This design comes from an exercise in tuning for a short achievable clock period and few clock cycles on the open sky130 flow, not from production work. Only simulation tests tie the RTL to the original design; equivalence was not proved. Power is estimated from default activity; no workload was simulated.

===== design/flow/design.v =====
package isaPkg;
   localparam int dataWidth    = 32;    
   localparam int regAddrWidth = 5;     
   localparam int opcodeMsb = 31;
   localparam int opcodeLsb = 26;
   localparam int rsMsb     = 25;
   localparam int rsLsb     = 21;
   localparam int rtMsb     = 20;
   localparam int rtLsb     = 16;
   localparam int rdMsb     = 15;
   localparam int rdLsb     = 11;
   localparam int shamtMsb  = 10;
   localparam int shamtLsb  = 6;
   localparam int functMsb  = 5;
   localparam int functLsb  = 0;
   localparam int immMsb    = 15;
   localparam int immLsb    = 0;
   localparam logic [dataWidth-1:0] nopWord = '0;    
   typedef enum logic [5:0]
   {
      rType = 6'b000000,
      lw    = 6'b100011,
      sw    = 6'b101011,
      beq   = 6'b000100
   } opcodeT;
   typedef enum logic [5:0]
   {
      sllF = 6'b000000,
      addF = 6'b100000,
      subF = 6'b100010,
      andF = 6'b100100,
      orF  = 6'b100101
   } functT;
endpackage
package pipelinePkg;
   localparam int          dataDepth     = 64;    
   localparam int          dataAddrWidth = 6;
   localparam logic [31:0] resetPc       = 32'h0000_0000;
   localparam int          shortBits     = 8;     
   typedef enum logic [2:0]
   {
      aluAdd = 3'b000,
      aluSub = 3'b001,
      aluAnd = 3'b010,
      aluOr  = 3'b011,
      aluSll = 3'b100
   } aluOpT;
   typedef enum logic [1:0]
   {
      memAccess = 2'b00,
      branchCmp = 2'b01,
      rTypeFn   = 2'b10
   } aluClassT;
   typedef enum logic [1:0]
   {
      fromRegister  = 2'b00,
      fromWriteBack = 2'b01,
      fromMemory    = 2'b10
   } forwardT;
endpackage
`timescale 1ns/1ps
import isaPkg::*;
import pipelinePkg::*;
module fetchStage
(
   input  logic [dataWidth-1:0]          instruction,
   input  logic [shortBits+1:2]          pcLow,
   input  logic [31:shortBits+2]         pcTop,
   input  logic [31:shortBits+2]         pcTopUp,      
   input  logic [31:shortBits+2]         pcTopDown,    
   input  logic [31:2]                   pcPlus4,
   input  logic                          redirect,
   input  logic [31:2]                   redirectTarget,
   input  logic                          longRedirect,
   input  logic [31:2]                   longTarget,
   input  logic                          stall,
   output logic [31:2]                   pcNext
);
   logic                 always_;
   logic                 short_;
   logic                 taken;
   logic [shortBits+1:2] low;
   logic                 carry;
   logic [31:shortBits+2] top;
   logic [31:2]          held;
   assign always_ = (instruction[31:26] == 6'h04) &&
                    (instruction[25:21] == instruction[20:16]);
   assign short_  = (instruction[15:shortBits-1] == '0) ||
                    (instruction[15:shortBits-1] == '1);
   assign {carry, low} = {1'b0, pcLow} + {1'b0, instruction[shortBits-1:0]} + 1'b1;
   assign top = ({(30-shortBits){!instruction[15] &&  carry}} & pcTopUp) |
                ({(30-shortBits){ instruction[15] && !carry}} & pcTopDown) |
                ({(30-shortBits){instruction[15] == carry}} & pcTop);
   always_comb
   begin
      if (redirect)
         held = redirectTarget;
      else if (longRedirect)
         held = longTarget;
      else if (stall)
         held = {pcTop, pcLow};
      else
         held = pcPlus4;
   end
   assign taken  = always_ && short_ && !(redirect || longRedirect || stall);
   assign pcNext = taken ? {top, low} : held;
endmodule
`timescale 1ns/1ps
import isaPkg::*;
import pipelinePkg::*;
module mipsPipeline
(
   input  logic                    clock,
   input  logic                    reset,
   input  logic [dataWidth-1:0]    instruction,
   output logic [dataWidth-1:0]    fetchAddress,
   output logic                    retireValid,
   output logic [regAddrWidth-1:0] retireRegister,
   output logic [dataWidth-1:0]    retireData,
   output logic                    storeValid,
   output logic [dataWidth-1:0]    storeAddress,
   output logic [dataWidth-1:0]    storeData
);
   logic        resetArrays;
   logic [31:2] pc;
   logic [31:2] pcPlus4;
   logic [31:2] pcNext;
   logic [31:0] dInstr;
   logic        dValid;
   logic [31:2] dPcPlus4;
   logic [31:2] dTarget;
   logic        dLong;         
   logic [31:0] dSelA;         
   logic [31:0] dSelB;         
   logic        eWrites;       
   logic        eLoad;
   logic        eStore;
   logic        eCond;         
   logic        eOpAdd;
   logic        eOpSub;
   logic        eOpAnd;
   logic        eOpOr;
   logic        eOpSll;
   logic [4:0]  eDest;
   logic [4:0]  eShamt;
   logic [31:0] eA;
   logic [31:0] eB;
   logic [31:0] eS;
   logic        eFaS, eFaO, eFaW, eFaR;
   logic        eFbS, eFbO, eFbW, eFbR;
   logic        eFsS, eFsO, eFsW, eFsR;
   logic [31:2] eTarget;
   logic        mWrites;
   logic        mLoad;
   logic        mStore;
   logic [4:0]  mDest;
   logic        mIsSum;
   logic [31:0] mSum;          
   logic [31:0] mOth;          
   logic [31:0] mData;
   logic [63:0] mSel;          
   logic [63:0] mWe;           
   logic [31:0] mAddrOut;      
   logic [31:0] mDataOut;
   logic        wWrites;
   logic [4:0]  wDest;
   logic [31:0] wData;
   logic [31:1] wWe;           
   logic [31:0] wDataOut;      
   logic [31:0] regs [1:31];
   logic [31:0] dmem [dataDepth];
   logic        eRedirect;
   logic        dStall;
   logic        dFuse;
   logic        exEqual;
   logic        redirect;
   logic [31:2] redirectTarget;
   always_ff @(posedge clock)
      resetArrays <= reset;
   logic        fLong;
   logic [31:shortBits+2] pcTopUp, pcTopDown;
   logic [31:2] pcOutN;        
   assign pcPlus4      = pc + 30'd1;
   assign pcTopUp      = pc[31:shortBits+2] + 1'b1;
   assign pcTopDown    = pc[31:shortBits+2] - 1'b1;
   assign fetchAddress = {~pcOutN, 2'b00};
   assign fLong = (instruction[31:26] == 6'h04) &&
                  (instruction[25:21] == instruction[20:16]) &&
                  !((instruction[15:shortBits-1] == '0) || (instruction[15:shortBits-1] == '1));
   logic [5:0]  dOp;
   logic [4:0]  dRs, dRt, dRd, dDest;
   logic [5:0]  dFunct;
   logic [31:0] dImm;
   logic        dIsR, dIsLw, dIsSw, dIsBeq, dIsSll, dSame, dMem;
   logic        dWrites, dUsesRs, dUsesRt, dCond;
   logic [31:0] dRfA, dRfB, dValA, dValB;
   assign dOp    = dInstr[31:26];
   assign dRs    = dInstr[25:21];
   assign dRt    = dInstr[20:16];
   assign dRd    = dInstr[15:11];
   assign dFunct = dInstr[5:0];
   assign dImm   = {{16{dInstr[15]}}, dInstr[15:0]};
   assign dIsR   = (dOp == 6'h00);
   assign dIsLw  = (dOp == 6'h23);
   assign dIsSw  = (dOp == 6'h2B);
   assign dIsBeq = (dOp == 6'h04);
   assign dIsSll = dIsR && (dFunct == 6'h00);
   assign dSame  = (dRs == dRt);
   assign dMem   = dIsLw || dIsSw;
   assign dDest  = dIsR ? dRd : dRt;
   assign dWrites = dValid && (dIsR || dIsLw) && (dDest != 5'd0);
   assign dCond   = dValid && dIsBeq && !dSame;
   assign dUsesRs = dValid && ((dIsR && !dIsSll) || dMem || (dIsBeq && !dSame));
   assign dUsesRt = dValid && (dIsR || dIsSw || (dIsBeq && !dSame));
   assign dTarget = dPcPlus4 + dImm[29:0];
   assign dStall = eLoad && ((dUsesRs && (eDest == dRs)) || (dUsesRt && (eDest == dRt)));
   always_comb
   begin
      dRfA = '0;
      dRfB = '0;
      for (int i = 1; i < 32; i++)
      begin
         dRfA = dRfA | ({32{dSelA[i]}} & regs[i]);
         dRfB = dRfB | ({32{dSelB[i]}} & regs[i]);
      end
   end
   assign dValA = (wWrites && (wDest == dRs)) ? wData : dRfA;
   assign dValB = (wWrites && (wDest == dRt)) ? wData : dRfB;
   assign dFuse = dCond && eWrites && eOpSub &&
                  (((dRs == eDest) && (dRt == 5'd0)) || ((dRt == eDest) && (dRs == 5'd0)));
   logic dFaM, dFaW, dFrM, dFrW;
   assign dFaM = eWrites && (eDest == dRs);
   assign dFaW = !dFaM && mWrites && (mDest == dRs);
   assign dFrM = eWrites && (eDest == dRt);
   assign dFrW = !dFrM && mWrites && (mDest == dRt);
   logic dLongRedirect;
   assign dLongRedirect = dValid && dLong;
   fetchStage fetch
   (
      .instruction    (instruction),
      .pcLow          (pc[shortBits+1:2]),
      .pcTop          (pc[31:shortBits+2]),
      .pcTopUp        (pcTopUp),
      .pcTopDown      (pcTopDown),
      .pcPlus4        (pcPlus4),
      .redirect       (redirect),
      .redirectTarget (redirectTarget),
      .longRedirect   (dLongRedirect),
      .longTarget     (dTarget),
      .stall          (dStall),
      .pcNext         (pcNext)
   );
   always_ff @(posedge clock)
   begin
      if (reset)
      begin
         pc     <= 30'd0;
         pcOutN <= '1;
         dValid <= 1'b0;
      end
      else
      begin
         pc     <= pcNext;
         pcOutN <= ~pcNext;
         dValid <= !(redirect || dLongRedirect);
      end
   end
   always_ff @(posedge clock)
   begin
      if (!dStall)
      begin
         dInstr   <= instruction;
         dPcPlus4 <= pcPlus4;
         dLong    <= fLong;
         for (int i = 0; i < 32; i++)
         begin
            dSelA[i] <= (instruction[25:21] == 5'(i));
            dSelB[i] <= (instruction[20:16] == 5'(i));
         end
      end
   end
   always_ff @(posedge clock)
   begin
      if (reset || dStall || redirect)
      begin
         {eWrites, eLoad, eStore, eCond} <= '0;
      end
      else
      begin
         eWrites <= dWrites;
         eLoad   <= dWrites && dIsLw;
         eStore  <= dValid && dIsSw;
         eCond   <= dCond;
      end
   end
   always_ff @(posedge clock)
   begin
      eOpSll  <= dIsSll;
      eOpAnd  <= dIsR && (dFunct == 6'h24);
      eOpOr   <= dIsR && (dFunct == 6'h25);
      eOpSub  <= (dIsR && (dFunct == 6'h22)) || dIsBeq;
      eOpAdd  <= !(dIsR && ((dFunct == 6'h00) || (dFunct == 6'h24) || (dFunct == 6'h25)));
      eDest   <= dDest;
      eShamt  <= dInstr[10:6];
      eA      <= dValA;
      eB      <= dMem ? dImm : dValB;
      eS      <= dValB;
      eFaS    <= dFaM && eOpAdd;
      eFaO    <= dFaM && !eOpAdd;
      eFaW    <= dFaW;
      eFaR    <= !(dFaM || dFaW);
      eFbS    <= dFrM && eOpAdd && !dMem;
      eFbO    <= dFrM && !eOpAdd && !dMem;
      eFbW    <= dFrW && !dMem;
      eFbR    <= !(dFrM || dFrW) || dMem;
      eFsS    <= dFrM && eOpAdd;
      eFsO    <= dFrM && !eOpAdd;
      eFsW    <= dFrW;
      eFsR    <= !(dFrM || dFrW);
      eTarget <= dTarget;
   end
   logic [31:0] exA, exB, exS, exSum, exShift, exOth;
   logic [32:0] exAdd;
   logic [7:0]  exAddr;
   assign exA = ({32{eFaS}} & mSum) | ({32{eFaO}} & mOth) | ({32{eFaW}} & wData) | ({32{eFaR}} & eA);
   assign exB = ({32{eFbS}} & mSum) | ({32{eFbO}} & mOth) | ({32{eFbW}} & wData) | ({32{eFbR}} & eB);
   assign exS = ({32{eFsS}} & mSum) | ({32{eFsO}} & mOth) | ({32{eFsW}} & wData) | ({32{eFsR}} & eS);
   assign exAdd   = {exA, 1'b1} + {exB ^ {32{eOpSub}}, eOpSub};
   assign exSum   = exAdd[32:1];
   assign exShift = exB << eShamt;
   assign exOth   = ({32{eOpAnd}} & (exA & exB)) |
                    ({32{eOpOr}}  & (exA | exB)) |
                    ({32{eOpSll}} & exShift);
   assign exAddr = exA[7:0] + eB[7:0];
   assign exEqual        = (exA == exB);
   assign eRedirect      = eCond && exEqual;
   assign redirect       = (eCond || dFuse) && exEqual;
   assign redirectTarget = eCond ? eTarget : dTarget;
   always_ff @(posedge clock)
   begin
      if (reset)
      begin
         {mWrites, mLoad, mStore} <= '0;
         mWe      <= '0;
         mAddrOut <= '0;
         mDataOut <= '0;
      end
      else
      begin
         {mWrites, mLoad, mStore} <= {eWrites, eLoad, eStore};
         for (int i = 0; i < dataDepth; i++)
            mWe[i] <= eStore && (exAddr[7:2] == 6'(i));
         mAddrOut <= exSum;
         mDataOut <= exS;
      end
   end
   always_ff @(posedge clock)
   begin
      mDest <= eDest;
      mIsSum <= eOpAdd;
      mSum  <= exSum;
      mOth  <= exOth;
      mData <= exS;
      for (int i = 0; i < dataDepth; i++)
         mSel[i] <= (exAddr[7:2] == 6'(i));
   end
   logic [31:0] mLoadValue;
   always_comb
   begin
      mLoadValue = '0;
      for (int i = 0; i < dataDepth; i++)
         mLoadValue = mLoadValue | ({32{mSel[i]}} & dmem[i]);
   end
   always_ff @(posedge clock)
   begin
      for (int i = 0; i < dataDepth; i++)
      begin
         if (resetArrays)
            dmem[i] <= 32'(i);
         else if (mWe[i])
            dmem[i] <= mData;
      end
   end
   assign storeValid   = mStore;
   assign storeAddress = mAddrOut;
   assign storeData    = mDataOut;
   always_ff @(posedge clock)
   begin
      if (reset)
      begin
         wWrites  <= 1'b0;
         wWe      <= '0;
         wDataOut <= '0;
      end
      else
      begin
         wWrites  <= mWrites;
         for (int i = 1; i < 32; i++)
            wWe[i] <= mWrites && (mDest == 5'(i));
         wDataOut <= mLoad ? mLoadValue : (mIsSum ? mSum : mOth);
      end
   end
   always_ff @(posedge clock)
   begin
      wDest <= mDest;
      wData <= mLoad ? mLoadValue : (mIsSum ? mSum : mOth);
   end
   always_ff @(posedge clock)
   begin
      for (int i = 1; i < 32; i++)
      begin
         if (resetArrays)
            regs[i] <= 32'd0;
         else if (wWe[i])
            regs[i] <= wData;
      end
   end
   assign retireValid    = wWrites;
   assign retireRegister = wDest;
   assign retireData     = wDataOut;
endmodule

===== design/flow/flow/run.sh =====
#!/bin/bash
set -o pipefail
bash standard.sh SETUP_SLACK_MARGIN=5.7 finish > standard.log 2>&1

===== design/flow/standard.sh =====
#!/bin/bash
# synth_recipe.tcl (not shown) runs the flow's synth.tcl, then flattens the netlist and writes it again
# the make line also repeats each setting of config.mk as NAME=value (left out here)
make -C /OpenROAD-flow-scripts/flow DESIGN_CONFIG=/design/flow/config.mk WORK_HOME=/design/flow/orfs CLKGATE_MAP_FILE= SYNTH_SCRIPT=/design/flow/synth_recipe.tcl "${@:-finish}"

===== design/flow/config.mk =====
export PLATFORM = sky130hd
export DESIGN_NAME = mipsPipeline
export DESIGN_NICKNAME = mipsPipeline
export VERILOG_FILES = /design/flow/design.v
export SDC_FILE = /design/flow/constraint.sdc
export NUM_CORES = 4
export LEC_CHECK = 0
export CAP_MARGIN = 20
export CORE_MARGIN = 2
export CORE_UTILIZATION = 55
export SLEW_MARGIN = 20
export SYNTH_HIERARCHICAL = 1

===== design/flow/constraint.sdc =====
create_clock -name core_clock -period 9.0 [get_ports {clock}]
set_input_delay 1.8000 -clock core_clock [delete_from_list [all_inputs] [get_ports {clock}]]
set_output_delay 1.8000 -clock core_clock [all_outputs]
set_load 0.01 [all_outputs]

==> summary.txt <==
-- state kept, by name (all words and copies together) (netlist names), 64 cells and up --
name / flops
mSel: 64
regs: 992
dmem: 2048
mWe: 64
-- routing by layer --
layer,part of all wire,vias to the layer above,track usage
li1,-,58400,-
met1,0.35,70400,0.619
met2,0.40,12700,0.712
met3,0.15,4180,0.172
met4,0.10,56,0.426
met5,0.00051,-,0
-- modules after synthesis (local to each module, per instance) --
module / flops+latches / times used / area (um2)
mipsPipeline: 3782 / 1 / 159000
fetchStage: 0 / 1 / 1990
-- layout by cell type, fill, tap and decap left out, types with 43 or more instances in the layout --
master,Yosys,final
nor2_1,3277,3259
clkinv_2,0,72
inv_1,185,173
nor3_1,199,139
nor3_2,3,47
mux2i_1,2920,2920
buf_6,8,53
nand2_1,321,296
a222oi_1,118,118
o21ai_0,63,54
a221oi_1,578,576
clkbuf_16,0,410
a21oi_1,210,192
dfxtp_1,3657,3394
a22oi_1,889,876
a22o_1,585,581
dfxtp_4,0,111
clkbuf_8,0,84
ha_1,143,122
nand3_1,157,153
mux2_2,66,65
xor2_1,101,92
buf_4,11,476
edfxtp_1,125,125
clkbuf_1,1324,82
nand4_1,310,310
dfxtp_2,0,152
nor2b_1,315,296
buf_2,26,123
a211o_1,194,194
a211oi_1,71,43
xnor2_1,105,92
-- power by group --
group          internal (W)  switching, W
registers            0.0168     0.0000574
logic              0.000183      0.000654
clock network       0.00993       0.00720
-- what timing repair did --
| action | 4_1_cts | 5_1_grt |
|---|---|---|
| setup endpoints to repair | 521 | 338 |
| setup buffers | 70 | 42 |
| gates cloned | 10 | 4 |
| gates resized for setup | 870 | 207 |
| pin swaps | 58 | 81 |
-- per-stage QoR --
step	std cells	setup WS, ns	power, W
finish	20300	5.27	0.0349
global route	20300	5.16	0.0355
CTS	20200	5.33	0.0347
detailed placement	19400	3.43	0.0180
global placement	19400	3.47	0.0180
floorplan	16600	-0.166	0.0177
-- how the worst max path moves through the flow --
stage / slack (ns) / end / startpoint
after floorplan: -0.17 / pc[30] / dInstr[20]
after global placement: 3.47 / pcOutN[31] / instruction[0]
after detailed placement: 3.43 / pcOutN[10] / instruction[0]
after CTS: 5.33 / pc[29] / dInstr[5]
after global routing: 5.16 / pcOutN[29] / dInstr[1]
final: 5.27 / mAddrOut[21] / eFbS
-- final cells by class --
| class | instances | area share |
|---|---|---|
| multi-input cells | 11000 | 0.435 |
| flip-flops and latches | 3782 | 0.426 |
| repair buffers | 740 | 0.0346 |
| diodes | 39 | 0.000536 |
| clock buffers | 573 | 0.0640 |
| well taps | 3900 | 0.0268 |
| clock inverters | 151 | 0.00973 |
| inverters | 189 | 0.00394 |
-- cells by family after synthesis --
| kind of cell | Yosys count | synth area share |
|---|---|---|
| xor+xnor | 207 | 0.0113 |
| mux | 2994 | 0.187 |
| fa+ha+maj | 145 | 0.0113 |
| compound gates | 2864 | 0.143 |
| other cells | 1 | 0.0000232 |
| flops | 3782 | 0.477 |
| buf+inv | 1848 | 0.0439 |
| simple gates | 4748 | 0.127 |
==> impl_metrics.toml <==
[outcome]
status = "finished clean"

[sta]
fin_worst_skew_ns = 0.0581
hold_viol = 0
rsz0062_at_grt = "yes"
worst_slew_margin_rel = 0.121
final-setup-viol-count = 0
min_period_over_period = 0.414
slew_violations = 0
tns_ns = 0
fin_hold_ws_ns = 0.401
max_freq_mhz = 268
post-route-min-period_ns = 3.73
worstMarginPinSlew_ns = 1.32

[drt]
drtAntennaViolNets = 0
drc = 0
num_vias = 146000
drt_pass1_iterations = 15
wl_per_cell_um = 38.9
routed_wl_um = 790000
vias_per_cell = 7.16
drtIter0Drc = 26500

[yosys]
syn-cell-area_um2 = 161000
synth_enable_flop_cells = 125
synth_area_leaders = "dfxtp_1 (45%), mux2i_1 (18%), nor2_1 (7.6%)"
ys_async_sr_fraction = 0
ys_ff_latch = 3782
synth-main-ff-cell = "dfxtp_1"
ys_seq_area_frac = 0.477
yosys.area.top_type = "dfxtp_1"
yosysWarningCount = 10
synthCells = 16600
yosysMostFrequentCell = "dfxtp_1"
syn_area_per_cell_um2 = 9.72
netlist.area_leader.share = 0.454
ys_types = 89
synthTopCellsByCount = "dfxtp_1 (3657), nor2_1 (3277), mux2i_1 (2920)"

[worst_setup_path]
cp_top_family = "compound AO/OA/AOI/OAI gates"
worst_r2r_path_depth = 15
cp_data_arrival_time_ns = 4.52
r2r_end = "mAddrOut[21]"
slowest_stage = "dfxtp_4"
crit_chain = "buf_12, a22o_4, a221oi_4, buf_4, xnor2_2, ha_1, and3_1, a32o_2, a41oi_4, a41oi_4, a21boi_4, o31ai_4, a221oi_4, xnor2_2, nor2b_1"
cp_num_buf_inv = 2
rrSetupSlack_ns = 5.27
end_kind = "flop"
crit_type = "flop to flop"
cp-start-kind = "flop"
reg2reg_from = "eFbS"
path_depth = 15
slowest_delay_ns = 0.40
crit_fanout = 8
required_ns = 9.80

[grt]
grt_overflow = 0
antenna_found_initial = 72
grt_max_degree = 239
first_global_vias = 135000
grtUsageTotal = 0.506
grt_pass1_wl_um = 1070000

[floorplan]
ioPinCount = 169
core_um2 = 291000
die_height_um = 546
initial_core_util = 0.554
dieWidth_um = 546
fp.dieArea_um2 = 298000
rows = 198

[placed_design]
place_congestion = 0.980
hpwlAfterDp_um = 442000
placed_area_um2 = 166000
numPortBuffers = 166

[clocking]
htreeDepth = 5
clock_sinks = 3782
clkLatencyLatePin_ns = 1.00
cts_buffers = 395
cts_buffer_depth = 4
root_buffer = "clkbuf_16"
ctsHoldBuffers = 0
path_clk_slew_ns = 0.06
cts_tree = "yes"

[final_layout]
fillerInstances = 24300
area_growth_syn_to_layout_pct = 12.9
drive_above_1_share = 0.124
regArea_um2 = 77600
finish.instance_area_um2 = 182000
multiInputGateArea_um2 = 79200
nNetsFinal = 16200
fin_util = 0.625

[power]
power_leakage_nw = 63.1
powerDensity_nw_per_um2 = 191
ir_drop_mv = 0.182

[hold_path]
min_to = "mDest[3]"
hp-start = "eDest[3]"
whs_path_depth = 0
holdCritPathClass = "flop to flop"

[job]
maxCapViolCount = 0
Testbench counts, summed over its fixed seeds: cycles 15,759.

-- what the ideal ports hide --
The flow's constraints put no driver on any port. The routed layout listed below was extracted and timed again, unchanged, in two steps.
Step 1, drivers: a clkbuf_16 drives clock and a buf_2 each remaining input, both assumed.
Step 2, shift: input delay + t, output delay - t, t = (earliest + latest rising clock arrival at the registers) / 2. This alone moves slack from input paths to output paths.
a / b / c = ideal ports / drivers / drivers and shift; a / b = the first two.
shift t [ns]: 1.087
setup WS [ns]: 5.275 / 5.275 / 4.453
worst setup path after step 2: input to register
latest minus earliest clock arrival (ns): 0.061 / 0.062
slew at the worst register clock pin (ns): 0.07 / 0.07
After both steps setup and hold are still met in this run. For this run, drivers alone change the setup slack by 0.000 ns; drivers and shift together by -0.822 ns.
